What follows belongs to an exercise in optimizing a design on an open flow for small area; a production flow would make more cautious choices.
The RTL was checked by simulation tests, not by an equivalence proof against the original design.
No activity file was given, so power comes from the tool's default toggle rates. No driver is modelled on the clock port, so clocking that relies on it looks cheaper here than on a real chip.

==> flow/run.sh <==
#!/bin/bash
# The standard layout (standard.sh, all steps) with three changes:
#  - synthesis maps the logic with an area-oriented ABC script (abc.script beside this
#    file), run from a copy of ORFS's scripts folder that differs only in that script;
#    flip-flops are mapped before ABC runs, so the registers are those of the standard
#    synthesis; the adder step is skipped, so ABC also maps the few adders and
#    comparators as plain logic
#  - ports are buffered with the smallest buffer
#  - clock tree synthesis inserts no dummy loads
set -euo pipefail
work=$(pwd)
rm -rf "$work/scripts"
cp -r "$FLOW_HOME/scripts" "$work/scripts"
cp "$work/flow/abc.script" "$work/scripts/abc_speed.script"
export BUFFER_PORTS_ARGS="-buffer_cell sky130_fd_sc_hd__buf_1"
export CTS_ARGS="-sink_clustering_enable -repair_clock_nets -sink_clustering_size 16 -sink_clustering_max_diameter 70 -buf_list sky130_fd_sc_hd__clkbuf_8 -dont_use_dummy_load"
bash standard.sh "SCRIPTS_DIR=$work/scripts" "ADDER_MAP_FILE=" finish > "$work/standard.log" 2>&1
==> flow/abc.script <==
&get -n
&st
&dch -f
&nf -R 1000 -p -F 10 -A 10 -C 32
&put
==> standard.sh <==
#!/bin/bash
# synth_recipe.tcl (not shown) runs the flow's synth.tcl, then flattens the netlist and writes it again
# the make line also repeats each setting of config.mk as NAME=value (left out here)
make -C /OpenROAD-flow-scripts/flow DESIGN_CONFIG=/design/flow/config.mk WORK_HOME=/design/flow/orfs CLKGATE_MAP_FILE= SYNTH_SCRIPT=/design/flow/synth_recipe.tcl "${@:-finish}"
==> config.mk <==
export PLATFORM = sky130hd
export DESIGN_NAME = vdc_top
export DESIGN_NICKNAME = vdc_top
export VERILOG_FILES = /design/flow/design.v
export SDC_FILE = /design/flow/constraint.sdc
export NUM_CORES = 4
export LEC_CHECK = 0
export CAP_MARGIN = 10
export CORE_MARGIN = 2
export CORE_UTILIZATION = 60
export PLACE_DENSITY = 0.85
export SLEW_MARGIN = 10
==> constraint.sdc <==
create_clock -name core_clock -period 8.0 [get_ports {clk}]
set_input_delay 1.6000 -clock core_clock [delete_from_list [all_inputs] [get_ports {clk}]]
set_output_delay 1.6000 -clock core_clock [all_outputs]
set_load 0.01 [all_outputs]
==> design.v <==
package vdc_pkg;
	typedef enum logic [6:0] {
		REG_HT        = 7'd0,    
		REG_HP        = 7'd2,    
		REG_SYNCW     = 7'd3,    
		REG_VT        = 7'd4,    
		REG_VP        = 7'd7,    
		REG_CTV       = 7'd9,    
		REG_CTH       = 7'd22,   
		REG_POL       = 7'd37,   
		REG_MODE      = 7'd38,   
		REG_COL       = 7'd39,   
		REG_PIX       = 7'd40,   
		REG_ROW       = 7'd41,   
		REG_LINE      = 7'd42,   
		REG_IRQ_ROW   = 7'd43,   
		REG_IRQ_LINE  = 7'd44,   
		REG_IRQ_COL   = 7'd45,   
		REG_IRQ_PIX   = 7'd46    
	} vdc_reg_e;
	typedef enum logic [1:0] {
		CH_RED,
		CH_GREEN,
		CH_BLUE
	} pal_chan_e;
	typedef struct packed {
		logic [7:0]  ht;           
		logic [7:0]  hp;           
		logic [7:0]  vt;           
		logic [7:0]  vp;           
		logic [3:0]  hw;           
		logic [3:0]  vw;           
		logic [3:0]  cth;          
		logic [4:0]  ctv;          
		logic        hspol;
		logic        vspol;
		logic        tt8bg;        
		logic [15:0] irq_raster;   
		logic [15:0] irq_column;   
	} beam_cfg_t;
	typedef struct packed {
		logic [7:0] col;
		logic [3:0] pixel;
		logic [7:0] row;
		logic [4:0] line;
	} beam_pos_t;
	typedef struct packed {
		logic       valid;
		pal_chan_e  chan;
		logic [3:0] index;
		logic [7:0] value;
	} pal_wr_t;
	typedef struct packed {
		logic [7:0] red;
		logic [7:0] green;
		logic [7:0] blue;
	} rgb_t;
endpackage
module vdc_regs (
	input  logic                    clk,
	input  logic                    reset,
	input  logic                    cs,
	input  logic                    we,
	input  logic [8-1:0]  db_in,
	input  logic [7-1:0]   direct_reg,
	input  vdc_pkg::beam_pos_t      pos,
	output logic [8-1:0]  db_out,
	output vdc_pkg::beam_cfg_t      cfg,
	output logic                    pal_we,
	output logic [5:0]              pal_adr,
	output logic [7:0]              pal_val
);
	logic [6-1:0]  sel;         
	logic [7-1:0]  target;      
	logic [8-1:0] rd_val;
	logic                   wr_cyc;
	logic                   rd_cyc;
	logic                   sel_cyc;     
	logic                   reg_wr;      
	logic                   ext;         
	logic [8-1:0] wd0;
	logic [8-1:0] wd1;
	logic [7:0]  ht, hp, vt, vp;
	logic [3:0]  hw, vw, cth;
	logic [4:0]  ctv;
	logic        hspol, vspol;
	logic [15:0] irq_raster, irq_column;
	assign wr_cyc  = cs & we;
	assign rd_cyc  = cs & ~we;
	assign sel_cyc = (direct_reg == '0);
	assign reg_wr  = wr_cyc & ~sel_cyc;
	assign wd0     = db_in & {8{~reset}};
	assign wd1     = db_in | {8{reset}};
	assign target = (direct_reg == 7'(1) || !ext) ? {1'b0, sel} : direct_reg;
	logic en_ht, en_hp, en_syncw, en_vt, en_vp, en_ctv, en_cth, en_pol, en_mode;
	logic en_irq_row, en_irq_line, en_irq_col, en_irq_pix;
	assign en_ht       = reset | (reg_wr && target == vdc_pkg::REG_HT);
	assign en_hp       = reset | (reg_wr && target == vdc_pkg::REG_HP);
	assign en_syncw    = reset | (reg_wr && target == vdc_pkg::REG_SYNCW);
	assign en_vt       = reset | (reg_wr && target == vdc_pkg::REG_VT);
	assign en_vp       = reset | (reg_wr && target == vdc_pkg::REG_VP);
	assign en_ctv      = reset | (reg_wr && target == vdc_pkg::REG_CTV);
	assign en_cth      = reset | (reg_wr && target == vdc_pkg::REG_CTH);
	assign en_pol      = reset | (reg_wr && target == vdc_pkg::REG_POL);
	assign en_mode     = reset | (reg_wr && target == vdc_pkg::REG_MODE);
	assign en_irq_row  = reset | (reg_wr && target == vdc_pkg::REG_IRQ_ROW);
	assign en_irq_line = reset | (reg_wr && target == vdc_pkg::REG_IRQ_LINE);
	assign en_irq_col  = reset | (reg_wr && target == vdc_pkg::REG_IRQ_COL);
	assign en_irq_pix  = reset | (reg_wr && target == vdc_pkg::REG_IRQ_PIX);
	always_ff @(posedge clk) begin
		if (reset | (wr_cyc & sel_cyc)) sel <= wd0[6-1:0];
	end
	always_ff @(posedge clk) begin
		if (en_ht) ht <= wd0;
		if (en_hp) hp <= wd0;
		if (en_syncw) {vw, hw} <= wd0;
		if (en_vt) vt <= wd0;
		if (en_vp) vp <= wd0;
		if (en_ctv) ctv <= wd0[4:0];
		if (en_cth) cth <= wd0[7:4];              
		if (en_pol) {hspol, vspol} <= wd0[7:6];
		if (en_mode) ext <= ~reset && (db_in == 8'h74);
		if (en_irq_row)  irq_raster[15:8] <= wd1;
		if (en_irq_line) irq_raster[7:0]  <= wd1;
		if (en_irq_col)  irq_column[15:8] <= wd1;
		if (en_irq_pix)  irq_column[7:0]  <= wd1;
	end
	assign cfg.ht         = ht;
	assign cfg.hp         = hp;
	assign cfg.vt         = vt;
	assign cfg.vp         = vp;
	assign cfg.hw         = hw;
	assign cfg.vw         = vw;
	assign cfg.cth        = cth;
	assign cfg.ctv        = ctv;
	assign cfg.hspol      = hspol;
	assign cfg.vspol      = vspol;
	assign cfg.tt8bg      = ext;
	assign cfg.irq_raster = irq_raster;
	assign cfg.irq_column = irq_column;
	logic [16:0] rsel;
	logic [7:0]  rsrc [17];
	always_comb begin
		rsel[0]  = (target == vdc_pkg::REG_HT);       rsrc[0]  = ht;
		rsel[1]  = (target == vdc_pkg::REG_HP);       rsrc[1]  = hp;
		rsel[2]  = (target == vdc_pkg::REG_SYNCW);    rsrc[2]  = {vw, hw};
		rsel[3]  = (target == vdc_pkg::REG_VT);       rsrc[3]  = vt;
		rsel[4]  = (target == vdc_pkg::REG_VP);       rsrc[4]  = vp;
		rsel[5]  = (target == vdc_pkg::REG_CTV);      rsrc[5]  = {3'b111, ctv};
		rsel[6]  = (target == vdc_pkg::REG_CTH);      rsrc[6]  = {cth, 4'hF};
		rsel[7]  = (target == vdc_pkg::REG_POL);      rsrc[7]  = {hspol, vspol, 6'h3F};
		rsel[8]  = ext && (target == vdc_pkg::REG_MODE);     rsrc[8]  = 8'h74;
		rsel[9]  = ext && (target == vdc_pkg::REG_COL);      rsrc[9]  = pos.col;
		rsel[10] = ext && (target == vdc_pkg::REG_PIX);      rsrc[10] = {4'hF, pos.pixel};
		rsel[11] = ext && (target == vdc_pkg::REG_ROW);      rsrc[11] = pos.row;
		rsel[12] = ext && (target == vdc_pkg::REG_LINE);     rsrc[12] = {3'b111, pos.line};
		rsel[13] = ext && (target == vdc_pkg::REG_IRQ_ROW);  rsrc[13] = irq_raster[15:8];
		rsel[14] = ext && (target == vdc_pkg::REG_IRQ_LINE); rsrc[14] = irq_raster[7:0];
		rsel[15] = ext && (target == vdc_pkg::REG_IRQ_COL);  rsrc[15] = irq_column[15:8];
		rsel[16] = ext && (target == vdc_pkg::REG_IRQ_PIX);  rsrc[16] = irq_column[7:0];
		rd_val = 8'hFF;
		for (int k = 0; k < 17; k++)
			rd_val = rd_val & ~({8{rsel[k] & ~sel_cyc}} & ~rsrc[k]);
	end
	always_ff @(posedge clk) begin
		if (rd_cyc) begin
			db_out <= rd_val;    
		end
	end
	assign pal_we  = wr_cyc && ext && direct_reg[6] && !(direct_reg[5] && direct_reg[4]);
	assign pal_adr = direct_reg[5:0];
	assign pal_val = db_in;
endmodule
module vdc_beam (
	input  logic               clk,
	input  logic               reset,
	input  vdc_pkg::beam_cfg_t cfg,
	output vdc_pkg::beam_pos_t pos,
	output logic               hsync,
	output logic               vsync,
	output logic               irq
);
	logic       pix_end;     
	logic       col_end;     
	logic       line_end;    
	logic       line_over;   
	logic       row_end;     
	logic       step_line;
	logic       step_row;
	logic [8:0] hs_off;      
	logic       hs_raw;
	logic       vs_raw;
	logic       irq_v;
	logic       irq_h;
	logic       irq_any;     
	function automatic logic ge8(input logic [7:0] a, input logic [7:0] b);
		logic ge;
		ge = 1'b1;
		for (int i = 0; i < 8; i++)
			ge = (a[i] & ~b[i]) | ((a[i] | ~b[i]) & ge);
		ge8 = ge;
	endfunction
	assign pix_end   = ge8({4'd0, pos.pixel}, {4'd0, cfg.cth});
	assign col_end   = ge8(pos.col, cfg.ht);
	assign line_end  = ge8({3'd0, pos.line}, {3'd0, cfg.ctv});
	assign line_over = line_end && (pos.line != cfg.ctv);
	assign row_end   = ge8(pos.row, cfg.vt);
	assign step_line = pix_end & col_end;
	assign step_row  = step_line & line_end;
	always_ff @(posedge clk) begin
		if (reset) begin
			pos <= '0;
		end else begin
			pos.pixel <= pix_end ? 4'd0 : pos.pixel + 4'd1;
			if (pix_end) begin
				pos.col <= col_end ? 8'd0 : pos.col + 8'd1;
			end
			if (line_over) begin
				pos.line <= '0;      
			end else if (step_line) begin
				pos.line <= line_end ? 5'd0 : pos.line + 5'd1;
			end
			if (step_row) begin
				pos.row <= row_end ? 8'd0 : pos.row + 8'd1;
			end
		end
	end
	assign hs_off = {1'b0, pos.col} - {1'b0, cfg.hp};
	assign hs_raw = !hs_off[8] && (hs_off[7:4] == 4'd0) && !ge8({4'd0, hs_off[3:0]}, {4'd0, cfg.hw});
	assign vs_raw = (pos.row == cfg.vp) && !ge8({3'd0, pos.line}, {4'd0, cfg.vw});
	assign irq_v = cfg.tt8bg && (pos.row == cfg.irq_raster[15:8]) &&
	               (pos.line == cfg.irq_raster[4:0]);
	assign irq_h = cfg.tt8bg && (pos.col == cfg.irq_column[15:8]) &&
	               (pos.pixel == cfg.irq_column[3:0]);
	assign irq_any = (cfg.irq_raster == 16'hFFFF) || (cfg.irq_column == 16'hFFFF);
	always_ff @(posedge clk) begin
		if (reset) begin
			hsync <= 1'b0;
			vsync <= 1'b0;
			irq   <= 1'b0;
		end else begin
			hsync <= hs_raw ^ cfg.hspol;
			vsync <= vs_raw ^ cfg.vspol;
			irq   <= irq_any ? (irq_v | irq_h) : (irq_v & irq_h);    
		end
	end
endmodule
module vdc_palette (
	input  logic                  clk,
	input  logic                  reset,
	input  logic                  pal_we,    
	input  logic [5:0]            pal_adr,   
	input  logic [7:0]            pal_val,
	input  logic [4-1:0] rgbi,
	output logic [23:0]           rgb
);
	logic [23:0] pal [16];
	localparam logic [24*16-1:0] DEF_RGB = {
		24'hFFFFFF,   
		24'hAAAAAA,   
		24'hFFFF00,   
		24'h3F3F00,   
		24'hFF00FF,   
		24'h3F003F,   
		24'hFF0000,   
		24'h7F0000,   
		24'h00FFFF,   
		24'h007F7F,   
		24'h00FF00,   
		24'h007F00,   
		24'h0000FF,   
		24'h00007F,   
		24'h555555,   
		24'h000000    
	};
	logic [7:0] val0;        
	logic [7:0] val1;        
	assign val0 = pal_val & {8{~reset}};
	assign val1 = pal_val | {8{reset}};
	logic [16-1:0] ent_sel;
	logic [2:0]               chan_sel;
	always_comb begin
		for (int i = 0; i < 16; i++)
			ent_sel[i] = reset | (pal_adr[3:0] == 4'(i));
		for (int c = 0; c < 3; c++)
			chan_sel[c] = reset | (pal_we && pal_adr[5:4] == 2'(c));
	end
	for (genvar i = 0; i < 16; i++) begin : g_ent
		for (genvar c = 0; c < 3; c++) begin : g_chan
			localparam logic [7:0] DEF = DEF_RGB[24*i + 8*(2-c) +: 8];
			logic en;
			assign en = ent_sel[i] & chan_sel[c];
			always_ff @(posedge clk) begin
				if (en)
					pal[i][8*(2-c) +: 8] <= (DEF & val1) | (~DEF & val0);
			end
		end
	end
	logic [16-1:0] hot;
	logic [23:0]              rd;
	logic [23:0]              grp [6];
	always_comb begin
		for (int i = 0; i < 16; i++)
			hot[i] = (rgbi == 4'(i));
		for (int g = 0; g < 6; g++) begin
			grp[g] = '0;
			for (int k = 0; k < 3; k++)
				if (3*g + k < 16)
					grp[g] = grp[g] | (pal[3*g+k] & {24{hot[3*g+k]}});
		end
		rd = (grp[0] | grp[1] | grp[2]) | (grp[3] | grp[4] | grp[5]);
	end
	always_ff @(posedge clk) begin
		rgb <= rd;    
	end
endmodule
module vdc_top (
	input  logic          clk,
	input  logic          reset,
	input  logic          cs,            
	input  logic          we,            
	input  logic [7:0]    db_in,
	input  logic [6:0]    direct_reg,    
	input  logic [3:0]    rgbi,          
	output logic [7:0]    db_out,
	output logic          hsync,
	output logic          vsync,
	output logic          irq,
	output vdc_pkg::rgb_t rgb
);
	vdc_pkg::beam_cfg_t cfg;
	vdc_pkg::beam_pos_t pos;
	logic               pal_we;
	logic [5:0]         pal_adr;
	logic [7:0]         pal_val;
	vdc_regs i_regs (
		.clk        (clk),
		.reset      (reset),
		.cs         (cs),
		.we         (we),
		.db_in      (db_in),
		.direct_reg (direct_reg),
		.pos        (pos),
		.db_out     (db_out),
		.cfg        (cfg),
		.pal_we     (pal_we),
		.pal_adr    (pal_adr),
		.pal_val    (pal_val)
	);
	vdc_beam i_beam (
		.clk   (clk),
		.reset (reset),
		.cfg   (cfg),
		.pos   (pos),
		.hsync (hsync),
		.vsync (vsync),
		.irq   (irq)
	);
	vdc_palette i_palette (
		.clk     (clk),
		.reset   (reset),
		.pal_we  (pal_we),
		.pal_adr (pal_adr),
		.pal_val (pal_val),
		.rgbi    (rgbi),
		.rgb     (rgb)
	);
endmodule
==> run summary, run 1 <==
status: complete, no violations
Filler cells: 2,226
max-cap violation count: 0
share of the yosys chip area belonging to registers: 77.4%
worst reg2reg startpoint: i_beam.pos[18]
Yosys reg bits: 534
CP delay by family, top: adder cells
Syn Nets: 1,257
power density cells: 224 mW/mm2
CP endpoint: i_beam.pos[9]
final cell count without fillers: 1,805
Cell variety after synth: 45
Fin Hold WS: 501 ps
drt pass-1 iters: 11
Crit. End Element: flop
Worst Hold Depth: 2
Worst R2R Path Depth: 14
Period minus WS final: 4690 ps
Syn Inst Count: 1,234
clock slew at reported path FFs: 100 ps
CTS resizes: 0
WP buf/inv: 2
layout cells sized above 1: 6.46%
critical register-to-register path endpoint: i_beam.pos[9]
core area: 0.0327 mm2
ANT nets after route: 0
top_reg_cell synth: edfxtp_1
post-synthesis async set-or-reset flop share: 0%
Worst Tran Pin Value: 1280 ps
largest net degree at the start of global routing: 60
Max clock buf depth: 3
first-pass GRT wire length: 81,400 um
Util after Layout: 66.3%
Max Fclk: 213 MHz
FP Rows: 66
CP Cell Sequence: clkinv_1 > maj3_1 > maj3_1 > maj3_1 > maj3_1 > maj3_1 > maj3_1 > maj3_1 > nor2b_1 > buf_4 > nand2_1 > o21bai_1 > o21bai_1 > a21oi_1
# diodes: 0
DP Cell Count: 1,766
CP max stage delay: 490 ps
die area: 0.0349 mm2
R2R Setup Slk: 3310 ps
Final GP Congestion: 0.962
stages on the worst setup path: 14
Avg Vias per Cell: 7.09
GRT Residual Overflow: 0
Crit Path Class: reg2reg
HPWL Detailed: 37,300 um
Final Total Pwr: 4.86 mW
mean post-synth cell area: 16.3 um2
Ports: 58
CP Max Fanout: 8
Final Skew: 57.9 ps
most used cell, CP: maj3_1
# DRC: 0
RSZ-0062 raised after global routing: no
Final nets: 1,388
Critical Path Start: i_beam.pos[18]
Final Setup Violations: 0
antenna violations before repair: 1
post-CTS setup repair buffer count: 0
vias in the first global route: 12,700
DR iter-0 viols: 2,334
final WL: 55,300 um
synthesized cell area: 0.0201 mm2
fin crit share: 58.6%
Setup TNS: 0 ps
CTS tree: yes
Syn-to-layout area delta: 8.05%
clock sink count: 534
CTS root buffer: clkbuf_8
GRT Resource Usage Total: 31.7%
crit start category: flop
Die Span Y: 187 um
CP Data Arrival Time: 5110 ps
vias: 12,800
Slowest-stage cell, CP: dfxtp_1
CTS Buf Count: 39
fin. max-slew vios: 0
slew margin rel.: 14.9%
chip width: 187 um
number of enable flip-flop cells after synthesis: 482
H-tree lvl count: 2
Initial Utilization: 61.3%
synth warn: 6
IO Port Bufs: 57
Multi-input gate area: 0.00447 mm2
Leak: 6.92 nW
Register Area: 0.0155 mm2
worst vdd ir: 211 uV
cts hold-fix bufs: 0
Hold Path Class: reg2reg
WL/cell: 30.6 um
worst-skew pair later-pin latency: 600 ps
final hold violations: 0
critical path data required time: 8430 ps
cell families after synthesis:
family / Yosys count / share of synthesized area [%]
flip-flops: 534 / 77.4
AND/OR/NAND/NOR: 309 / 7.54
AO/OA/AOI/OAI: 296 / 11.7
buffers and inverters: 36 / 0.674
XOR/XNOR: 29 / 1.27
adder cells (fa/ha/maj): 24 / 1.20
multiplexers: 6 / 0.299
worst min path at each step:
stage                         start           endpoint  slack (ps)
2_1_floorplan  i_palette.pal[15][0]   i_palette.rgb[0]         430
3_3_place_gp   i_palette.pal[6][11]  i_palette.rgb[11]         480
3_5_place_dp    i_palette.pal[4][5]   i_palette.rgb[5]         490
4_1_cts        i_palette.pal[15][2]   i_palette.rgb[2]         500
5_1_grt         i_palette.pal[4][2]   i_palette.rgb[2]         530
6_report       i_palette.pal[6][11]  i_palette.rgb[11]         500
cell type report:
cell class	count	share of cell area, %
Sequential cell	534	71.6
Multi-Input combinational cell	664	20.6
Tap cell	442	2.55
Clock buffer	39	2.48
Timing Repair Buffer	90	2.14
Inverter	36	0.624
per-layer routing:
metal / track usage, % / vias to the layer above / wire [um]
met3: 4.67 / 198 / 6000
met1: 39.4 / 6193 / 18500
met5: 0 / - / 0
li1: - / 5423 / -
met2: 54.0 / 992 / 27000
met4: 17.9 / 0 / 3730
cells in the final DEF (no fill, tap or decap), types with 33 or more instances in the layout:
master and n:
a21oi_1 52, a222oi_1 120, buf_1 56, buf_4 33
clkbuf_8 39, clkinv_1 36, dfxtp_1 52, edfxtp_1 482
nand2_1 52, nand4_1 42, nor2_1 107, o22ai_1 50
worst min-delay path: cells and delay by family (launching register included):
family | cells | cell delay (ps)
flops | 1 | 330
simple gates | 1 | 80
compound gates | 1 | 70
synth_stat cells (4+ instances only):
master | n | area, um2
a21o_1 | 5 | 37.5
clkinv_1 | 36 | 135
maj3_1 | 24 | 240
nor4_1 | 12 | 75.1
and3_1 | 6 | 37.5
o22a_1 | 4 | 35.0
a222oi_1 | 120 | 1200
a221oi_1 | 6 | 52.6
and2_0 | 5 | 31.3
a21oi_1 | 52 | 260
o22ai_1 | 50 | 313
nor2_1 | 107 | 402
o21ai_0 | 9 | 45.0
a41o_1 | 7 | 70.1
nand4_1 | 42 | 263
dfxtp_1 | 52 | 1040
o21bai_1 | 6 | 45.0
o221ai_1 | 4 | 35.0
edfxtp_1 | 482 | 14500
nand2b_1 | 6 | 37.5
nand3_1 | 6 | 30.0
nand2_1 | 52 | 195
or2_0 | 10 | 62.6
xor2_1 | 11 | 96.3
a22oi_1 | 7 | 52.6
nor3_1 | 30 | 150
nor2b_1 | 23 | 144
mux2i_1 | 6 | 60.1
a31oi_1 | 11 | 68.8
xnor2_1 | 18 | 158
registers in the layout (all words and copies together), names as in the netlist:
register           cells
i_palette.rgb         24
i_beam.irq             1
i_palette.pal        384
i_beam.pos            25
i_regs.irq_raster     16
i_regs.ht              8
i_beam.vsync           1
i_regs.vt              8
i_regs.hp              8
i_regs.irq_column     16
i_regs.cth             4
i_regs.vw              4
i_regs.ctv             5
i_regs.hspol           1
i_regs.sel             6
i_regs.db_out          8
i_regs.vp              8
i_regs.ext             1
i_beam.hsync           1
i_regs.hw              4
i_regs.vspol           1
power by group:
group | switching (mW) | internal (mW)
combinational | 0.264 | 0.0887
clock | 0.786 | 0.439
sequential | 0.0718 | 3.21
total | 1.12 | 3.74
per-stage QoR:
stage | setup slack, ps | cell area [um2]
floorplan | 3800 | 20100
global placement | 3170 | 21100
detailed placement | 3070 | 21100
CTS | 3360 | 21700
global route | 3060 | 21700
finish | 3310 | 21700
==> run 2, diff against run 1 <==
--- a/flow/run.sh
+++ b/flow/run.sh
@@ -12,6 +12,7 @@
 rm -rf "$work/scripts"
 cp -r "$FLOW_HOME/scripts" "$work/scripts"
 cp "$work/flow/abc.script" "$work/scripts/abc_speed.script"
+export DONT_USE_CELLS="sky130_fd_sc_hd__buf_4 sky130_fd_sc_hd__buf_6 sky130_fd_sc_hd__buf_8 sky130_fd_sc_hd__buf_12 sky130_fd_sc_hd__buf_16 sky130_fd_sc_hd__clkbuf_4"
 export BUFFER_PORTS_ARGS="-buffer_cell sky130_fd_sc_hd__buf_1"
 export CTS_ARGS="-sink_clustering_enable -repair_clock_nets -sink_clustering_size 16 -sink_clustering_max_diameter 70 -buf_list sky130_fd_sc_hd__clkbuf_8 -dont_use_dummy_load"
 bash standard.sh "SCRIPTS_DIR=$work/scripts" "ADDER_MAP_FILE=" finish > "$work/standard.log" 2>&1
--- a/config.mk
+++ b/config.mk
@@ -7,6 +7,6 @@
 export LEC_CHECK = 0
 export CAP_MARGIN = 10
 export CORE_MARGIN = 2
-export CORE_UTILIZATION = 60
-export PLACE_DENSITY = 0.85
+export CORE_UTILIZATION = 50
+export PLACE_DENSITY = 0.75
 export SLEW_MARGIN = 10
==> run summary, run 2 <==
Yosys reg bits: 534 (unchanged)
slew margin rel.: 12.8% (-2.1 points)
hold_sp: i_palette.pal[15][1]
worst-skew pair later-pin latency: 600 ps (about the same)
H-tree lvl count: 2 (unchanged)
Final nets: 1,387 (-0.072%)
Finished Cell Area: 0.0218 mm2 (+0.48%)
Max Fclk: 198 MHz (-7.1%)
cts hold-fix bufs: 0 (unchanged)
largest net degree at the start of global routing: 43 (-28%)
Setup TNS: 0 ps (unchanged)
CP Data Arrival Time: 5500 ps (+390 ps)
Die Span Y: 204 um (+9.3%)
worst reg2reg startpoint: i_beam.pos[18]
Worst R2R Path Depth: 13 (-1)
Crit. End Element: flop
final hold violations: 0 (unchanged)
clock sink count: 534 (unchanged)
Register Area: 0.0155 mm2 (unchanged)
vias in the first global route: 12,600 (-1.2%)
final cell count without fillers: 1,887 (+4.5%)
Worst Hold Depth: 2 (unchanged)
routed wl met2: 28,500 um (+5.4%)
Leak: 6.92 nW (about the same)
post-CTS setup repair buffer count: 0 (unchanged)
chip width: 204 um (+9.3%)
CTS resizes: 0 (unchanged)
GRT Residual Overflow: 0 (unchanged)
Syn Inst Count: 1,234 (unchanged)
HPWL Detailed: 36,200 um (-3.0%)
layout cells sized above 1: 6.53% (+0.078 points)
drt pass-1 iters: 9 (-2)
Highest Signal Layer: met4
Ports: 58 (unchanged)
Critical Path Start: i_beam.pos[18]
CTS Buf Count: 39 (unchanged)
DP Area: 0.0212 mm2 (+0.48%)
synthesized cell area: 0.0201 mm2 (unchanged)
RSZ-0062 raised after global routing: no
Final Setup Violations: 0 (unchanged)
Syn Nets: 1,257 (unchanged)
power density cells: 223 mW/mm2 (-0.41%)
post-synthesis async set-or-reset flop share: 0% (unchanged)
most frequent cells in the layout: 482 x edfxtp_1, 120 x a222oi_1, 106 x nor2_1, 56 x buf_1
final WL: 55,900 um (+1.0%)
core area: 0.0396 mm2 (+21%)
fin crit share: 63.1% (+4.5 points)
Util after Layout: 54.9% (-11 points)
GRT Resource Usage Total: 26.8% (-4.9 points)
top cells by count, synth: 482 x edfxtp_1, 120 x a222oi_1, 107 x nor2_1
CTS tree: yes
Multi-input gate area: 0.00448 mm2 (+0.17%)
IO Port Bufs: 57 (unchanged)
Filler cells: 3,146 (+41%)
Biggest register: i_palette.pal
first-pass GRT wire length: 81,000 um (-0.51%)
Crit Path Class: reg2reg
Final Skew: 51.3 ps (-6.67 ps)
Final Total Pwr: 4.87 mW (about the same)
critical path data required time: 8450 ps (+20 ps)
DP Cell Count: 1,848 (+4.6%)
fin. max-slew vios: 0 (unchanged)
Avg Vias per Cell: 6.73 (-5.1%)
# DRC: 0 (unchanged)
mean post-synth cell area: 16.3 um2 (unchanged)
count leader, synth: edfxtp_1
crit start category: flop
Synth area leader: edfxtp_1
area share of the largest cell type after synthesis: 72.2% (unchanged)
Worst Tran Pin Value: 1310 ps (+28.8 ps)
Initial Utilization: 50.6% (-11 points)
ANT nets after route: 0 (unchanged)
WL met3: 5090 um (-15%)
Max clock buf depth: 3 (unchanged)
DR iter-0 viols: 2,184 (-6.4%)
max reg flops: 384 (unchanged)
vias: 12,700 (-0.81%)
worst vdd ir: 206 uV (-2.2%)
share of the yosys chip area belonging to registers: 77.4% (unchanged)
top_reg_cell synth: edfxtp_1
synth warn: 6 (unchanged)
max-cap violation count: 0 (unchanged)
Cell variety after synth: 45 (unchanged)
CP Max Fanout: 8 (unchanged)
CTS root buffer: clkbuf_8
DRT met1 WL: 19,700 um (+6.5%)
Hold Path Class: reg2reg
die area: 0.0417 mm2 (+20%)
number of enable flip-flop cells after synthesis: 482 (unchanged)
Regs by FF count: i_palette.pal x384, i_beam.pos x25, i_palette.rgb x24
antenna violations before repair: 0 (-1)
clock slew at reported path FFs: 100 ps (about the same)
status: complete, no violations
leading cell type in the layout, fill and taps excluded: edfxtp_1
# diodes: 0 (unchanged)
Final GP Congestion: 0.938 (-2.5%)
FP Rows: 73 (+11%)
Syn-to-layout area delta: 8.57%
WL/cell: 29.6 um (-3.4%)
Period minus WS final: 5050 ps (+361 ps)
Synth area leaders: edfxtp_1 72%, a222oi_1 6.0%, dfxtp_1 5.2%, nor2_1 2.0%, o22ai_1 1.6%
run 2: cell type report:
class	instances	share of cell area (%)
clock buffers	39	2.47
flip-flops and latches	534	71.3
multi-input cells	664	20.6
repair buffers	89	2.09
well taps	525	3.02
inverters	36	0.621
run 2: power breakdown:
group	switching (mW)	leakage, nW	internal (mW)
clock network	0.794	0.280	0.439
registers	0.0684	4.94	3.21
logic	0.263	1.70	0.0891
run 2: critical path, stage by stage (launching register included):
cell	delay [ps]
dfxtp_1	440
clkinv_1	160
maj3_1	380
maj3_1	360
maj3_1	360
maj3_1	370
maj3_1	360
maj3_1	360
maj3_1	390
nor2b_1	600
nand2_1	350
o21bai_1	550
o21bai_1	190
a21oi_1	50
run 2: final timing paths:
path | to | slack, ps
worst max register to register | i_beam.pos[11] | 2950
worst min-delay path | i_palette.rgb[1] | 500
worst max-delay path | i_beam.pos[11] | 2950
worst min register to register | i_palette.rgb[1] | 500
run 2: routing by layer:
metal	vias to the layer above	global-route usage [%]
li1	5430	-
met1	6324	33.8
met2	805	46.3
met3	143	3.64
met4	0	12.2
met5	-	0
run 2: stage by stage:
step	worst slack [ps]	hold WS, ps
after detailed placement	2860	476
after global routing	2690	516
final	2950	500
after global placement	2940	479
after CTS	3000	503
after floorplan	3800	429
run 2: cells by family (layout without fill, tap and decap cells):
kind of cell    count (synthesis)  count (layout)  synth area share [%]
mux                             6               6                 0.299
simple gates                  309             309                  7.54
flops                         534             534                  77.4
buf+inv                        36             164                 0.674
fa+ha+maj                      24              24                  1.20
compound gates                296             296                  11.7
xor+xnor                       29              29                  1.27
==> run 3, diff against run 2 <==
--- a/flow/run.sh
+++ b/flow/run.sh
@@ -12,7 +12,6 @@
 rm -rf "$work/scripts"
 cp -r "$FLOW_HOME/scripts" "$work/scripts"
 cp "$work/flow/abc.script" "$work/scripts/abc_speed.script"
-export DONT_USE_CELLS="sky130_fd_sc_hd__buf_4 sky130_fd_sc_hd__buf_6 sky130_fd_sc_hd__buf_8 sky130_fd_sc_hd__buf_12 sky130_fd_sc_hd__buf_16 sky130_fd_sc_hd__clkbuf_4"
 export BUFFER_PORTS_ARGS="-buffer_cell sky130_fd_sc_hd__buf_1"
-export CTS_ARGS="-sink_clustering_enable -repair_clock_nets -sink_clustering_size 16 -sink_clustering_max_diameter 70 -buf_list sky130_fd_sc_hd__clkbuf_8 -dont_use_dummy_load"
+export CTS_ARGS="-sink_clustering_enable -repair_clock_nets -sink_clustering_size 32 -sink_clustering_max_diameter 120 -buf_list sky130_fd_sc_hd__clkbuf_16 -dont_use_dummy_load"
 bash standard.sh "SCRIPTS_DIR=$work/scripts" "ADDER_MAP_FILE=" finish > "$work/standard.log" 2>&1
==> run summary, run 3 <==
fin. max-slew vios: 0 (unchanged)
fin crit share: 63.5% (+0.39 points)
drt pass-1 iters: 9 (unchanged)
Max clock buf depth: 3 (unchanged)
CP delay by family, top: adder cells
Crit. End Element: flop
WHS Endpoint: i_palette.rgb[3]
H-tree lvl count: 1 (-1)
Util after Layout: 54.8% (-0.085 points)
Avg Vias per Cell: 6.77 (+0.56%)
Syn Nets: 1,257 (unchanged)
RSZ-0062 raised after global routing: no
synthesized cell area: 0.0201 mm2 (unchanged)
CTS Buf Count: 20 (-49%)
Cell variety after synth: 45 (unchanged)
CTS resizes: 0 (unchanged)
critical register-to-register path endpoint: i_beam.pos[11]
final WL: 55,400 um (-0.80%)
Regs by FF count: i_palette.pal x384, i_beam.pos x25, i_palette.rgb x24
clock sink count: 534 (unchanged)
first-pass GRT wire length: 80,600 um (-0.43%)
Biggest register: i_palette.pal
Syn Inst Count: 1,234 (unchanged)
WL/cell: 29.7 um (+0.15%)
power density cells: 223 mW/mm2 (-0.19%)
vias in the first global route: 12,400 (-1.1%)
Hold Path Class: reg2reg
CTS root buffer: clkbuf_16
most used cell, CP: maj3_1
Syn-to-layout area delta: 8.40%
post-CTS setup repair buffer count: 0 (unchanged)
vias: 12,700 (-0.40%)
Final Setup Violations: 0 (unchanged)
# DRC: 0 (unchanged)
GRT Resource Usage Total: 26.6% (-0.23 points)
CP Data Arrival Time: 5490 ps (about the same)
Crit Path Class: reg2reg
hold_sp: i_palette.pal[15][3]
Synth area leader: edfxtp_1
Final Skew: 68.2 ps (+17.0 ps)
post-synthesis async set-or-reset flop share: 0% (unchanged)
Final Total Pwr: 4.85 mW (-0.34%)
CP max stage delay: 620 ps (+20 ps)
core area: 0.0396 mm2 (unchanged)
Slowest-stage cell, CP: nor2b_1
Synth area leaders: edfxtp_1 72%, a222oi_1 6.0%, dfxtp_1 5.2%, nor2_1 2.0%, o22ai_1 1.6%
CP Max Fanout: 8 (unchanged)
worst vdd ir: 177 uV (-14%)
Die Span Y: 204 um (unchanged)
critical path data required time: 8410 ps (-40 ps)
area share of the largest cell type after synthesis: 72.2% (unchanged)
CP Cell Sequence: clkinv_1 > maj3_1 > maj3_1 > maj3_1 > maj3_1 > maj3_1 > maj3_1 > maj3_1 > nor2b_1 > nand2_1 > o21bai_1 > o21bai_1 > a21oi_1
HPWL Detailed: 36,200 um (unchanged)
die area: 0.0417 mm2 (unchanged)
max reg flops: 384 (unchanged)
R2R Setup Slk: 2920 ps (-30 ps)
Period minus WS final: 5080 ps (+30.8 ps)
count leader, synth: edfxtp_1
Worst Hold Depth: 2 (unchanged)
crit start category: flop
most frequent cells in the layout: 482 x edfxtp_1, 120 x a222oi_1, 106 x nor2_1, 56 x buf_1
worst reg2reg startpoint: i_beam.pos[18]
CTS tree: yes
share of the yosys chip area belonging to registers: 77.4% (unchanged)
GRT Residual Overflow: 0 (unchanged)
layout cells sized above 1: 5.14% (-1.4 points)
antenna violations before repair: 1 (+1)
Initial Utilization: 50.6% (unchanged)
slew margin rel.: 11.8% (-1.0 points)
WP buf/inv: 1 (unchanged)
Setup TNS: 0 ps (unchanged)
cts hold-fix bufs: 0 (unchanged)
Worst Tran Pin Value: 1320 ps (+15.2 ps)
Ports: 58 (unchanged)
ANT nets after route: 0 (unchanged)
max-cap violation count: 0 (unchanged)
Final GP Congestion: 0.938 (unchanged)
IO Port Bufs: 57 (unchanged)
FP Rows: 73 (unchanged)
mean post-synth cell area: 16.3 um2 (unchanged)
Leak: 6.89 nW (-0.50%)
DR iter-0 viols: 2,155 (-1.3%)
worst-skew pair later-pin latency: 580 ps (-20 ps)
top cells by count, synth: 482 x edfxtp_1, 120 x a222oi_1, 107 x nor2_1
Max Fclk: 197 MHz (-0.61%)
Final nets: 1,368 (-1.4%)
synth warn: 6 (unchanged)
clock slew at reported path FFs: 120 ps (+20 ps)
leading cell type in the layout, fill and taps excluded: edfxtp_1
Yosys reg bits: 534 (unchanged)
largest net degree at the start of global routing: 43 (unchanged)
Worst R2R Path Depth: 13 (unchanged)
top_reg_cell synth: edfxtp_1
chip width: 204 um (unchanged)
number of enable flip-flop cells after synthesis: 482 (unchanged)
final hold violations: 0 (unchanged)
status: complete, no violations
==> run 3: per-layer routing <==
metal | vias to the layer above | part of all wire (%) | GRT usage (%)
met5 | - | 0 | 0
met4 | 0 | 4.6 | 10.9
met3 | 138 | 8.8 | 2.28
met2 | 795 | 51 | 46.3
met1 | 6325 | 35 | 34.6
li1 | 5393 | - | -
==> run 3: metrics by stage <==
| step | worst slack (ps) | hold WS (ps) | cell area, um2 | std cells |
|---|---|---|---|---|
| after global routing | 2670 | 530 | 21700 | 1869 |
| after detailed placement | 2860 | 476 | 21200 | 1848 |
| final | 2920 | 508 | 21700 | 1869 |
| after CTS | 3020 | 503 | 21700 | 1868 |
| after global placement | 2940 | 479 | 21200 | 1848 |
| after floorplan | 3800 | 429 | 20100 | 1234 |
==> run 3: tightest hold or removal path, cell delays in order, from the launching register on <==
cell	delay, ps
edfxtp_1	330
a21oi_1	60
nand4_1	80
==> run 3: power by group <==
part	switching, mW	total [mW]	internal [mW]
registers	0.0680	3.28	3.21
logic	0.264	0.353	0.0890
clock network	0.762	1.22	0.454
total	1.09	4.85	3.76
==> run 3: worst max-delay path by stage <==
stage                             to      startpoint  cells past startpoint
floorplan              i_beam.pos[9]  i_beam.pos[18]                     13
detailed placement  i_regs.db_out[5]   direct_reg[0]                     11
global route           i_beam.pos[9]  i_beam.pos[18]                     13
global placement    i_regs.db_out[5]   direct_reg[0]                     11
finish                i_beam.pos[11]  i_beam.pos[18]                     13
CTS                   i_beam.pos[11]  i_beam.pos[18]                     13
==> run 3: area by class of cell <==
| type | count | area (um2) |
|---|---|---|
| Fill cell | 3136 | 17900 |
| Sequential cell | 534 | 15500 |
| Multi-Input combinational cell | 664 | 4480 |
| Tap cell | 525 | 657 |
| Clock buffer | 20 | 500 |
| Timing Repair Buffer | 89 | 455 |
| Inverter | 36 | 135 |
| Antenna cell | 1 | 2.50 |
==> run 3: kinds of logic (layout without fill, tap and decap cells) <==
family / count (synthesis) / count (layout) / synth area share [%]
compound gates: 296 / 296 / 11.7
xor+xnor: 29 / 29 / 1.27
fa+ha+maj: 24 / 24 / 1.20
buf+inv: 36 / 145 / 0.674
flops: 534 / 534 / 77.4
mux: 6 / 6 / 0.299
other cells: 0 / 1 / 0
simple gates: 309 / 309 / 7.54
==> run 4, diff against run 3 <==
--- a/flow/run.sh
+++ b/flow/run.sh
@@ -13,5 +13,5 @@
 cp -r "$FLOW_HOME/scripts" "$work/scripts"
 cp "$work/flow/abc.script" "$work/scripts/abc_speed.script"
 export BUFFER_PORTS_ARGS="-buffer_cell sky130_fd_sc_hd__buf_1"
-export CTS_ARGS="-sink_clustering_enable -repair_clock_nets -sink_clustering_size 32 -sink_clustering_max_diameter 120 -buf_list sky130_fd_sc_hd__clkbuf_16 -dont_use_dummy_load"
+export CTS_ARGS="-sink_clustering_enable -repair_clock_nets -sink_clustering_size 20 -sink_clustering_max_diameter 50 -buf_list sky130_fd_sc_hd__clkbuf_8 -dont_use_dummy_load"
 bash standard.sh "SCRIPTS_DIR=$work/scripts" "ADDER_MAP_FILE=" finish > "$work/standard.log" 2>&1
==> run summary, run 4 <==
Biggest register: i_palette.pal
CTS Buf Count: 41 (+110%)
Finished Cell Area: 0.0218 mm2 (+0.28%)
max-cap violation count: 0 (unchanged)
fin. max-slew vios: 0 (unchanged)
vias: 12,700 (+0.48%)
top_reg_cell synth: edfxtp_1
DR iter-0 viols: 2,123 (-1.5%)
clock sink count: 534 (unchanged)
Initial Utilization: 50.6% (unchanged)
busiest layer in global routing: met2
antenna violations before repair: 0 (-1)
RSZ-0062 raised after global routing: no
number of enable flip-flop cells after synthesis: 482 (unchanged)
area share of the largest cell type after synthesis: 72.2% (unchanged)
Final Setup Violations: 0 (unchanged)
final WL: 56,100 um (+1.2%)
first-pass GRT wire length: 81,400 um (+0.91%)
Max clock buf depth: 3 (unchanged)
GR Layer Usage met3: 3.56% (+1.3 points)
CTS root buffer: clkbuf_8
HPWL Detailed: 36,200 um (unchanged)
crit start category: flop
Worst Tran Pin Value: 1330 ps (+7.70 ps)
Syn Inst Count: 1,234 (unchanged)
top cells by count, synth: 482 x edfxtp_1, 120 x a222oi_1, 107 x nor2_1
vias in the first global route: 12,500 (+0.93%)
layout cells sized above 1: 6.67% (+1.5 points)
drt pass-1 iters: 7 (-2)
Synth area leader: edfxtp_1
Final GP Congestion: 0.938 (unchanged)
worst-skew pair later-pin latency: 610 ps (+30 ps)
Fin Hold WS: 476 ps (-32.8 ps)
# DRC: 0 (unchanged)
fin crit share: 62.5% (-0.97 points)
Crit Path Class: reg2reg
Setup TNS: 0 ps (unchanged)
GRT Resource Usage Total: 27.0% (+0.37 points)
die area: 0.0417 mm2 (unchanged)
Syn-to-layout area delta: 8.70%
mean post-synth cell area: 16.3 um2 (unchanged)
synth warn: 6 (unchanged)
cts hold-fix bufs: 0 (unchanged)
max reg flops: 384 (unchanged)
FP Rows: 73 (unchanged)
Regs by FF count: i_palette.pal x384, i_beam.pos x25, i_palette.rgb x24
Yosys reg bits: 534 (unchanged)
final cell count without fillers: 1,889 (+1.1%)
Ports: 58 (unchanged)
Global Route met2 Usage: 46.2% (-0.085 points)
CP Max Fanout: 8 (unchanged)
slew margin rel.: 11.3% (-0.51 points)
Final nets: 1,389 (+1.5%)
Synth area leaders: edfxtp_1 72%, a222oi_1 6.0%, dfxtp_1 5.2%, nor2_1 2.0%, o22ai_1 1.6%
Max Fclk: 200 MHz (+1.6%)
WL/cell: 29.7 um (+0.11%)
Leak: 6.94 nW (+0.71%)
Hold Path Class: reg2reg
# diodes: 0 (-1)
Avg Vias per Cell: 6.73 (-0.58%)
CP Data Arrival Time: 5440 ps (-50 ps)
critical path data required time: 8440 ps (+30 ps)
leading cell type in the layout, fill and taps excluded: edfxtp_1
Final Skew: 83.7 ps (+15.4 ps)
status: complete, no violations
DP Cell Count: 1,848 (unchanged)
Cell variety after synth: 45 (unchanged)
power density cells: 224 mW/mm2 (+0.62%)
clock slew at reported path FFs: 110 ps (about the same)
CTS tree: yes
count leader, synth: edfxtp_1
Crit. End Element: flop
Period minus WS final: 5000 ps (-77.6 ps)
H-tree lvl count: 2 (+1)
IO Port Bufs: 57 (unchanged)
core area: 0.0396 mm2 (unchanged)
share of the yosys chip area belonging to registers: 77.4% (unchanged)
final hold violations: 0 (unchanged)
R2R Setup Slk: 3000 ps (+80 ps)
most frequent cells in the layout: 482 x edfxtp_1, 120 x a222oi_1, 106 x nor2_1, 56 x buf_1
largest net degree at the start of global routing: 43 (unchanged)
worst vdd ir: 204 uV (+15%)
DP Area: 0.0212 mm2 (unchanged)
met1 usage: 34.3% (-0.30 points)
Filler cells: 3,129 (-0.22%)
Syn Nets: 1,257 (unchanged)
post-synthesis async set-or-reset flop share: 0% (unchanged)
CTS resizes: 0 (unchanged)
Die Span Y: 204 um (unchanged)
ANT nets after route: 0 (unchanged)
chip width: 204 um (unchanged)
GRT Residual Overflow: 0 (unchanged)
post-CTS setup repair buffer count: 0 (unchanged)
synthesized cell area: 0.0201 mm2 (unchanged)
[run 4: cell counts after synthesis]
Identical to the previous run, type by type.
[run 4: metal layers]
metal	share of wire, %	routed length, um	vias up
li1	-	-	5430
met1	36	20100	6354
met2	51	28400	782
met3	8.8	4930	146
met4	4.7	2630	0
met5	0	0	-
[run 4: through the flow]
step	utilization, %	setup slack [ps]	power, mW
floorplan	-	3800	3.50
global placement	53.6	2940	3.68
finish	55.0	3000	4.89
detailed placement	53.6	2860	3.69
global route	55.0	2710	5.03
CTS	55.0	3030	4.90
[run 4: where the power goes]
| part | internal, mW | total, mW | switching, mW | leakage [nW] |
|---|---|---|---|---|
| Sequential | 3.21 | 3.28 | 0.0684 | 4.94 |
| Combinational | 0.0891 | 0.353 | 0.264 | 1.70 |
| Clock | 0.461 | 1.26 | 0.798 | 0.295 |
[run 4: critical path, cell delays in order, from the launching register on]
cell and delay, ps:
dfxtp_1 430, clkinv_1 160, maj3_1 380, maj3_1 360, maj3_1 360, maj3_1 370
maj3_1 360, maj3_1 360, maj3_1 390, nor2b_1 600, nand2_1 340, o21bai_1 540
o21bai_1 190, a21oi_1 50
[run 4: worst paths after layout]
kind | from | end | cells past startpoint
min | i_palette.pal[15][1] | i_palette.rgb[1] | 2
min reg2reg | i_palette.pal[15][1] | i_palette.rgb[1] | 2
max reg2reg | i_beam.pos[18] | i_beam.pos[9] | 13
max | i_beam.pos[18] | i_beam.pos[9] | 13
[run 4: cells by family (layout without fill, tap and decap cells)]
kind of cell / Yosys count / in the layout / synth area share [%]
adder cells (fa/ha/maj): 24 / 24 / 1.20
multiplexers: 6 / 6 / 0.299
AO/OA/AOI/OAI: 296 / 296 / 11.7
AND/OR/NAND/NOR: 309 / 309 / 7.54
flip-flops: 534 / 534 / 77.4
XOR/XNOR: 29 / 29 / 1.27
buffers and inverters: 36 / 166 / 0.674
[run 4: layout make-up]
class	instances	area, um2	share of cell area, %
well taps	525	657	3.01
flip-flops and latches	534	15500	71.2
repair buffers	89	455	2.09
clock buffers	41	564	2.59
inverters	36	135	0.620
multi-input cells	664	4480	20.5
==> run 5, diff against run 4 <==
--- a/flow/run.sh
+++ b/flow/run.sh
@@ -13,5 +13,5 @@
 cp -r "$FLOW_HOME/scripts" "$work/scripts"
 cp "$work/flow/abc.script" "$work/scripts/abc_speed.script"
 export BUFFER_PORTS_ARGS="-buffer_cell sky130_fd_sc_hd__buf_1"
-export CTS_ARGS="-sink_clustering_enable -repair_clock_nets -sink_clustering_size 20 -sink_clustering_max_diameter 50 -buf_list sky130_fd_sc_hd__clkbuf_8 -dont_use_dummy_load"
+export CTS_ARGS="-sink_clustering_enable -repair_clock_nets -sink_clustering_size 18 -sink_clustering_max_diameter 55 -buf_list sky130_fd_sc_hd__clkbuf_8 -dont_use_dummy_load"
 bash standard.sh "SCRIPTS_DIR=$work/scripts" "ADDER_MAP_FILE=" finish > "$work/standard.log" 2>&1
==> run summary, run 5 <==
Biggest register: i_palette.pal
Syn-to-layout area delta: 8.73% (about the same)
HPWL Detailed: 36,200 um (unchanged)
Leak: 6.94 nW (about the same)
Regs by FF count: i_palette.pal x384, i_beam.pos x25, i_palette.rgb x24
CP Cell Sequence: clkinv_1 > maj3_1 > maj3_1 > maj3_1 > maj3_1 > maj3_1 > maj3_1 > maj3_1 > nor2b_1 > nand2_1 > o21bai_1 > o21bai_1 > a21oi_1
# DRC: 0 (unchanged)
Setup TNS: 0 ps (unchanged)
fin crit share: 62.7% (+0.20 points)
max reg flops: 384 (unchanged)
Crit Path Class: reg2reg
post-CTS setup repair buffer count: 0 (unchanged)
GRT Resource Usage Total: 26.9% (-0.057 points)
Max Fclk: 199 MHz (-0.32%)
drt pass-1 iters: 9 (+2)
CTS Buf Count: 41 (unchanged)
top cells by count, synth: 482 x edfxtp_1, 120 x a222oi_1, 107 x nor2_1
RSZ-0062 raised after global routing: no
Final nets: 1,390 (+0.072%)
IO Port Bufs: 57 (unchanged)
Syn Nets: 1,257 (unchanged)
Seq pwr share: 67.1% (about the same)
count leader, synth: edfxtp_1
CTS tree: yes
status: complete, no violations
layout cells sized above 1: 6.67% (about the same)
Synth area leader: edfxtp_1
Slowest-stage cell, CP: nor2b_1
CP Max Fanout: 8 (unchanged)
Max clock buf depth: 3 (unchanged)
max-cap violation count: 0 (unchanged)
final hold violations: 0 (unchanged)
top_reg_cell synth: edfxtp_1
most frequent cells in the layout: 482 x edfxtp_1, 120 x a222oi_1, 107 x nor2_1, 56 x buf_1
Syn Inst Count: 1,234 (unchanged)
cts hold-fix bufs: 0 (unchanged)
Synth area leaders: edfxtp_1 72%, a222oi_1 6.0%, dfxtp_1 5.2%, nor2_1 2.0%, o22ai_1 1.6%
crit start category: flop
CP delay by family, top: adder cells
ANT nets after route: 0 (unchanged)
core area: 0.0396 mm2 (unchanged)
chip width: 204 um (unchanged)
Period minus WS final: 5020 ps (+15.9 ps)
leading cell type in the layout, fill and taps excluded: edfxtp_1
Die Span Y: 204 um (unchanged)
most used cell, CP: maj3_1
Final Skew: 65.0 ps (-18.6 ps)
GRT Residual Overflow: 0 (unchanged)
vias: 12,700 (-0.055%)
Cell variety after synth: 45 (unchanged)
antenna violations before repair: 0 (unchanged)
Worst Tran Pin Value: 1310 ps (-20.8 ps)
switching share of power: 23.1% (about the same)
mean post-synth cell area: 16.3 um2 (unchanged)
Clk network pwr share: 25.7% (about the same)
slew margin rel.: 12.6% (+1.4 points)
P_sw: 1.13 mW (about the same)
area share of the largest cell type after synthesis: 72.2% (unchanged)
DR iter-0 viols: 2,039 (-4.0%)
post-synthesis async set-or-reset flop share: 0% (unchanged)
CTS resizes: 0 (unchanged)
vias in the first global route: 12,500 (-0.22%)
fin. max-slew vios: 0 (unchanged)
Yosys reg bits: 534 (unchanged)
critical path data required time: 8450 ps (about the same)
Final GP Congestion: 0.938 (unchanged)
Hold Path Class: reg2reg
CTS root buffer: clkbuf_8
Int Power: 3.76 mW (about the same)
H-tree lvl count: 2 (unchanged)
WP buf/inv: 1 (unchanged)
worst vdd ir: 215 uV (+5.5%)
power density cells: 224 mW/mm2 (about the same)
clock sink count: 534 (unchanged)
first-pass GRT wire length: 81,200 um (-0.16%)
Final Setup Violations: 0 (unchanged)
final WL: 56,000 um (about the same)
synthesized cell area: 0.0201 mm2 (unchanged)
number of enable flip-flop cells after synthesis: 482 (unchanged)
share of the yosys chip area belonging to registers: 77.4% (unchanged)
synth warn: 6 (unchanged)
Crit. End Element: flop
# diodes: 0 (unchanged)
Combinational Power Share: 7.2% (about the same)
Initial Utilization: 50.6% (unchanged)
Ports: 58 (unchanged)
CP max stage delay: 600 ps (about the same)
Final Total Pwr: 4.89 mW (about the same)
WL/cell: 29.6 um (-0.12%)
CP Data Arrival Time: 5460 ps (+20 ps)
worst-skew pair later-pin latency: 590 ps (-20 ps)
largest net degree at the start of global routing: 43 (unchanged)
die area: 0.0417 mm2 (unchanged)
clock slew at reported path FFs: 100 ps (about the same)
Avg Vias per Cell: 6.72 (-0.11%)
Filler cells: 3,133 (+0.13%)
FP Rows: 73 (unchanged)
-- run 5: cell families (layout without fill, tap and decap cells) --
group	Yosys count	count (layout)	share of synthesized area, %
AOI/OAI and AO/OA	296	296	11.7
xor gates and xnor gates	29	29	1.27
adders and majority gates	24	24	1.20
buffers and inverters	36	167	0.674
DFF	534	534	77.4
muxes	6	6	0.299
and+or+nand+nor	309	309	7.54
-- run 5: layer usage --
layer  up-vias  routed length [um]  GRT usage, %
li1       5429                   -             -
met1      6352               20100          34.1
met2       787               28400          46.3
met3       137                5030          3.70
met4         0                2560          11.9
met5         -                   0             0
-- run 5: area by class of cell --
class / count / area, um2 / share of cell area [%]
sequential: 534 / 15500 / 71.1
multi-input combinational: 664 / 4470 / 20.5
clock buffer: 41 / 564 / 2.59
inverter: 36 / 135 / 0.620
tap: 525 / 657 / 3.01
timing repair buffer: 90 / 463 / 2.12
-- run 5: through the flow --
| step | cell area [um2] | util (%) | setup slack (ps) | hold slack, ps | instances |
|---|---|---|---|---|---|
| 2_1_floorplan | 20100 | - | 3800 | 429 | 1234 |
| 3_3_place_gp | 21200 | 53.6 | 2940 | 479 | 1848 |
| 3_5_place_dp | 21200 | 53.6 | 2860 | 476 | 1848 |
| 4_1_cts | 21800 | 55.0 | 3020 | 496 | 1889 |
| 5_1_grt | 21800 | 55.0 | 2680 | 509 | 1890 |
| 6_report | 21800 | 55.0 | 2980 | 499 | 1890 |
-- run 5: power by group through the flow --
stage / Clock [mW] / Sequential (mW) / Combinational [mW]
after floorplan: 0 / 3.32 / 0.180
after global placement: 0 / 3.33 / 0.342
after detailed placement: 0 / 3.34 / 0.348
after CTS: 1.27 / 3.28 / 0.349
after global routing: 1.36 / 3.29 / 0.377
final: 1.26 / 3.28 / 0.353
-- run 5: worst min-delay path, stage by stage (launching register included) --
cell and delay, ps:
edfxtp_1 330, a21oi_1 80, nand4_1 70
-- run 5: worst paths after layout --
kind | start | cells past startpoint | slack, ps | end
min reg2reg | i_palette.pal[15][1] | 2 | 500 | i_palette.rgb[1]
min | i_palette.pal[15][1] | 2 | 500 | i_palette.rgb[1]
max reg2reg | i_beam.pos[18] | 13 | 2980 | i_beam.pos[9]
max | i_beam.pos[18] | 13 | 2980 | i_beam.pos[9]
==> run 6, diff against run 5 <==
--- a/flow/run.sh
+++ b/flow/run.sh
@@ -13,5 +13,5 @@
 cp -r "$FLOW_HOME/scripts" "$work/scripts"
 cp "$work/flow/abc.script" "$work/scripts/abc_speed.script"
 export BUFFER_PORTS_ARGS="-buffer_cell sky130_fd_sc_hd__buf_1"
-export CTS_ARGS="-sink_clustering_enable -repair_clock_nets -sink_clustering_size 18 -sink_clustering_max_diameter 55 -buf_list sky130_fd_sc_hd__clkbuf_8 -dont_use_dummy_load"
+export CTS_ARGS="-sink_clustering_enable -repair_clock_nets -sink_clustering_size 28 -sink_clustering_max_diameter 70 -buf_list sky130_fd_sc_hd__clkbuf_16 -dont_use_dummy_load"
 bash standard.sh "SCRIPTS_DIR=$work/scripts" "ADDER_MAP_FILE=" finish > "$work/standard.log" 2>&1
==> run summary, run 6 <==
Finished Cell Area: 0.0219 mm2 (+0.53%)
antenna violations before repair: 2 (+2)
Clk network pwr share: 27.6% (+1.9 points)
Simple-Gate Fraction of Synth Area: 7.54% (unchanged)
fraction of the mapped netlist area in adder cells: 1.20% (unchanged)
post-CTS setup repair buffer count: 0 (unchanged)
Combinational Power Share: 7.1% (about the same)
CP Max Fanout: 8 (unchanged)
CTS Buf Count: 27 (-34%)
FP Rows: 73 (unchanged)
DR iter-0 viols: 2,157 (+5.8%)
Biggest register: i_palette.pal
worst setup margin: 2980 ps (-2.88 ps)
final cell count without fillers: 1,878 (-0.63%)
Max Fclk: 199 MHz (about the same)
Synth area leaders: edfxtp_1 72%, a222oi_1 6.0%, dfxtp_1 5.2%, nor2_1 2.0%, o22ai_1 1.6%
vias in the first global route: 12,500 (+0.17%)
core area: 0.0396 mm2 (unchanged)
Cell variety after synth: 45 (unchanged)
compound-gate portion of the synthesized area: 11.7% (unchanged)
drt pass-1 iters: 9 (unchanged)
GRT Resource Usage Total: 26.7% (-0.21 points)
Setup TNS: 0 ps (unchanged)
switching share of power: 22.3% (-0.81 points)
die area: 0.0417 mm2 (unchanged)
XOR/XNOR share of the synthesized area: 1.27% (unchanged)
Crit Path Class: reg2reg
Int Power: 3.90 mW (+3.7%)
Seq pwr share: 65.4% (-1.7 points)
number of enable flip-flop cells after synthesis: 482 (unchanged)
Synth area leader: edfxtp_1
top_reg_cell synth: edfxtp_1
Yosys reg bits: 534 (unchanged)
largest family of logic cells by synthesized area: compound AO/OA/AOI/OAI gates
count leader, synth: edfxtp_1
fin crit share: 62.8% (about the same)
cts hold-fix bufs: 0 (unchanged)
mux contribution to synthesized area: 0.299% (unchanged)
critical path data required time: 8400 ps (-50 ps)
max reg flops: 384 (unchanged)
synth warn: 6 (unchanged)
leading cell type in the layout, fill and taps excluded: edfxtp_1
Avg Vias per Cell: 6.75 (+0.46%)
Crit. End Element: flop
first-pass GRT wire length: 81,000 um (-0.32%)
post-synthesis async set-or-reset flop share: 0% (unchanged)
status: complete, no violations
RSZ-0062 raised after global routing: no
H-tree lvl count: 1 (-1)
Syn-to-layout area delta: 9.31%
# DRC: 0 (unchanged)
IO Port Bufs: 57 (unchanged)
Final GP Congestion: 0.938 (unchanged)
Period minus WS final: 5020 ps (+2.88 ps)
Final nets: 1,376 (-1.0%)
most frequent cells in the layout: 482 x edfxtp_1, 120 x a222oi_1, 107 x nor2_1, 56 x buf_1
GRT Residual Overflow: 0 (unchanged)
Final Total Pwr: 5.02 mW (+2.6%)
clock sink count: 534 (unchanged)
DP Cell Count: 1,848 (unchanged)
P_sw: 1.12 mW (-1.0%)
CP Data Arrival Time: 5420 ps (-40 ps)
Ports: 58 (unchanged)
worst vdd ir: 191 uV (-11%)
Place WS: 2860 ps (unchanged)
crit start category: flop
CTS tree: yes
chip width: 204 um (unchanged)
share of the yosys chip area belonging to registers: 77.4% (unchanged)
DP Area: 0.0212 mm2 (unchanged)
Hold Path Class: reg2reg
synthesized cell area: 0.0201 mm2 (unchanged)
WL/cell: 29.7 um (+0.11%)
layout cells sized above 1: 5.63% (-1.0 points)
Initial Utilization: 50.6% (unchanged)
top cells by count, synth: 482 x edfxtp_1, 120 x a222oi_1, 107 x nor2_1
worst-skew pair later-pin latency: 590 ps (about the same)
area share of the largest cell type after synthesis: 72.2% (unchanged)
ANT nets after route: 0 (unchanged)
Syn Nets: 1,257 (unchanged)
final hold violations: 0 (unchanged)
CTS resizes: 0 (unchanged)
Max clock buf depth: 3 (unchanged)
clock slew at reported path FFs: 100 ps (about the same)
Syn Inst Count: 1,234 (unchanged)
Final Setup Violations: 0 (unchanged)
HPWL Detailed: 36,200 um (unchanged)
Worst Tran Pin Value: 1320 ps (+9.60 ps)
Final Skew: 82.3 ps (+17.3 ps)
Leak: 6.98 nW (+0.54%)
Die Span Y: 204 um (unchanged)
largest net degree at the start of global routing: 43 (unchanged)
vias: 12,700 (-0.18%)
fin. max-slew vios: 0 (unchanged)
final WL: 55,700 um (-0.53%)
max-cap violation count: 0 (unchanged)
Regs by FF count: i_palette.pal x384, i_beam.pos x25, i_palette.rgb x24
CTS root buffer: clkbuf_16
mean post-synth cell area: 16.3 um2 (unchanged)
power density cells: 229 mW/mm2 (+2.1%)
slew margin rel.: 12.0% (-0.64 points)
==> run 6: cell counts after synthesis <==
Identical to the previous run, type by type.
==> run 6: worst paths after layout <==
kind,from,endpoint,slack (ps),cells past startpoint
max reg2reg,i_beam.pos[18],i_beam.pos[11],2980,13
max,i_beam.pos[18],i_beam.pos[11],2980,13
min reg2reg,i_palette.pal[15][1],i_palette.rgb[1],510,2
min,i_palette.pal[15][1],i_palette.rgb[1],510,2
==> run 6: cell type report <==
cell class / instances / area (um2)
fill: 3110 / 17700
multi-input combinational: 664 / 4470
clock buffer: 27 / 676
inverter: 36 / 135
tap: 525 / 657
antenna: 2 / 5.00
timing repair buffer: 90 / 463
sequential: 534 / 15500
==> run 6: kinds of logic after synthesis <==
logic type,after synthesis
adders and majority gates,24
xor gates and xnor gates,29
muxes,6
and+or+nand+nor,309
AOI/OAI and AO/OA,296
DFF,534
buffers and inverters,36
==> run 6: per-stage QoR <==
step                      hold WS [ps]  utilization [%]
after floorplan                    429                -
after global placement             479             53.6
after detailed placement           476             53.6
after CTS                          502             55.3
after global routing               528             55.3
final                              505             55.3
==> run 6: power groups by stage <==
stage | sequential (mW) | combinational [mW] | clock (mW)
floorplan | 3.32 | 0.180 | 0
global placement | 3.33 | 0.342 | 0
detailed placement | 3.34 | 0.348 | 0
CTS | 3.28 | 0.349 | 1.40
global route | 3.29 | 0.377 | 1.48
finish | 3.28 | 0.354 | 1.38
==> run 6: worst max-delay path, cell delays in order (launching register included) <==
cell and delay [ps]:
dfxtp_1 420, clkinv_1 160, maj3_1 370, maj3_1 360
maj3_1 360, maj3_1 370, maj3_1 360, maj3_1 360
maj3_1 390, nor2b_1 600, nand2_1 340, o21bai_1 540
o21bai_1 190, a21oi_1 50
==> run 6: per-layer routing <==
metal | track usage, % | wire (um) | vias to the layer above
met2 | 46.1 | 28200 | 820
met4 | 13.1 | 2970 | 0
met1 | 33.6 | 19700 | 6299
li1 | - | - | 5415
met3 | 3.17 | 4890 | 148
met5 | 0 | 0 | -
==> run 7, diff against run 6 <==
--- a/flow/run.sh
+++ b/flow/run.sh
@@ -13,5 +13,5 @@
 cp -r "$FLOW_HOME/scripts" "$work/scripts"
 cp "$work/flow/abc.script" "$work/scripts/abc_speed.script"
 export BUFFER_PORTS_ARGS="-buffer_cell sky130_fd_sc_hd__buf_1"
-export CTS_ARGS="-sink_clustering_enable -repair_clock_nets -sink_clustering_size 28 -sink_clustering_max_diameter 70 -buf_list sky130_fd_sc_hd__clkbuf_16 -dont_use_dummy_load"
+export CTS_ARGS="-sink_clustering_enable -repair_clock_nets -sink_clustering_size 16 -sink_clustering_max_diameter 55 -buf_list sky130_fd_sc_hd__clkbuf_8 -dont_use_dummy_load"
 bash standard.sh "SCRIPTS_DIR=$work/scripts" "ADDER_MAP_FILE=" finish > "$work/standard.log" 2>&1
==> run summary, run 7 <==
status: complete, no violations
top_reg_cell synth: edfxtp_1
Worst Tran Pin Value: 1290 ps (-25.5 ps)
Setup TNS: 0 ps (unchanged)
worst vdd ir: 205 uV (+7.0%)
fin crit share: 62.2% (-0.53 points)
Ports: 58 (unchanged)
Max clock buf depth: 3 (unchanged)
critical path data required time: 8440 ps (+40 ps)
cts hold-fix bufs: 0 (unchanged)
chip width: 204 um (unchanged)
core area: 0.0396 mm2 (unchanged)
Multi-input gate area: 0.00447 mm2 (unchanged)
clock sink count: 534 (unchanged)
Biggest register: i_palette.pal
synthesized cell area: 0.0201 mm2 (unchanged)
Critical Path Start: i_beam.pos[18]
ANT nets after route: 0 (unchanged)
synth warn: 6 (unchanged)
IO Port Bufs: 57 (unchanged)
slew margin rel.: 13.7% (+1.7 points)
Syn Nets: 1,257 (unchanged)
XOR/XNOR share of the synthesized area: 1.27% (unchanged)
first-pass GRT wire length: 81,100 um (+0.22%)
DR iter-0 viols: 2,096 (-2.8%)
Syn-to-layout area delta: 8.93%
Hold Path Class: reg2reg
Max Fclk: 201 MHz (+0.84%)
number of enable flip-flop cells after synthesis: 482 (unchanged)
Filler cells: 3,133 (+0.74%)
Synth area leader: edfxtp_1
# diodes: 0 (-2)
top cells by count, synth: 482 x edfxtp_1, 120 x a222oi_1, 107 x nor2_1
FP Rows: 73 (unchanged)
Cell variety after synth: 45 (unchanged)
vias: 12,700 (-0.15%)
GRT Resource Usage Total: 26.9% (+0.20 points)
vias in the first global route: 12,600 (+0.60%)
Yosys reg bits: 534 (unchanged)
hold_sp: i_palette.pal[15][1]
mux contribution to synthesized area: 0.299% (unchanged)
largest net degree at the start of global routing: 43 (unchanged)
Final Skew: 61.4 ps (-20.9 ps)
CTS resizes: 0 (unchanged)
Final nets: 1,393 (+1.2%)
Util after Layout: 55.1% (-0.19 points)
clock slew at reported path FFs: 90 ps (about the same)
worst setup margin: 3020 ps (+42.0 ps)
Avg Vias per Cell: 6.69 (-0.94%)
Crit. End Element: flop
CTS Buf Count: 44 (+63%)
H-tree lvl count: 2 (+1)
antenna violations before repair: 0 (-2)
Finished Cell Area: 0.0218 mm2 (-0.34%)
mean post-synth cell area: 16.3 um2 (unchanged)
worst-skew pair later-pin latency: 620 ps (+30 ps)
Register Area: 0.0155 mm2 (unchanged)
final hold violations: 0 (unchanged)
RSZ-0062 raised after global routing: no
Fin Hold WS: 466 ps (-39.3 ps)
power density cells: 225 mW/mm2 (-1.5%)
CP Max Fanout: 8 (unchanged)
Final GP Congestion: 0.938 (unchanged)
R2R Setup Slk: 3020 ps (+40 ps)
HPWL Detailed: 36,200 um (unchanged)
Die Span Y: 204 um (unchanged)
fraction of the mapped netlist area in adder cells: 1.20% (unchanged)
share of the yosys chip area belonging to registers: 77.4% (unchanged)
CTS root buffer: clkbuf_8
leading cell type in the layout, fill and taps excluded: edfxtp_1
die area: 0.0417 mm2 (unchanged)
[run 7: cell count changes in the layout (fill, tap and decap cells not counted)]
cell       before  now
or2_2           0    1
clkbuf_16      27    0
clkbuf_8        0   44
or2_1           7    6
diode_2         2    0
[run 7: path summary, 6_finish.rpt]
kind                                          to  cells after the start
worst max-delay path              i_beam.pos[11]                     13
worst min-delay path            i_palette.rgb[1]                      2
worst max register to register    i_beam.pos[11]                     13
worst min register to register  i_palette.rgb[1]                      2
[run 7: layout make-up]
| type | instances | area share [%] |
|---|---|---|
| sequential | 534 | 71.0 |
| multi-input combinational | 664 | 20.5 |
| tap | 525 | 3.01 |
| clock buffer | 44 | 2.77 |
| timing repair buffer | 90 | 2.12 |
| inverter | 36 | 0.618 |
[run 7: where the power goes]
part	leakage (nW)	total, mW	internal, mW	switching, mW
combinational	1.71	0.353	0.0893	0.263
sequential	4.94	3.28	3.21	0.0676
clock	0.316	1.29	0.492	0.801
[run 7: logic make-up (layout without fill, tap and decap cells)]
group	count (synthesis)	count (layout)
AO/OA/AOI/OAI	296	296
XOR/XNOR	29	29
adder cells (fa/ha/maj)	24	24
buffers and inverters	36	170
flip-flops	534	534
multiplexers	6	6
AND/OR/NAND/NOR	309	309
[run 7: metal layers]
| metal | track usage, % | wire length, um |
|---|---|---|
| met5 | 0 | 0 |
| met4 | 12.2 | 2580 |
| met3 | 3.64 | 5290 |
| met2 | 46.4 | 28300 |
| met1 | 34.0 | 19500 |
[run 7: stage by stage]
step / std cells / total power, mW
2_1_floorplan: 1234 / 3.50
3_3_place_gp: 1848 / 3.68
3_5_place_dp: 1848 / 3.69
4_1_cts: 1892 / 4.94
5_1_grt: 1893 / 5.08
6_report: 1893 / 4.93
[run 7: critical path, cell delays in order (launching register included)]
cell,delay (ps)
dfxtp_1,420
clkinv_1,160
maj3_1,370
maj3_1,360
maj3_1,360
maj3_1,370
maj3_1,360
maj3_1,360
maj3_1,390
nor2b_1,590
nand2_1,340
o21bai_1,540
o21bai_1,190
a21oi_1,50

Setup slack of run 7, layout unchanged: 3.020 ns with ideal ports, 3.020 ns with driving cells assumed (clock clkbuf_16, inputs buf_2), 2.598 ns with port delays also shifted by the 0.627 ns mid clock arrival.
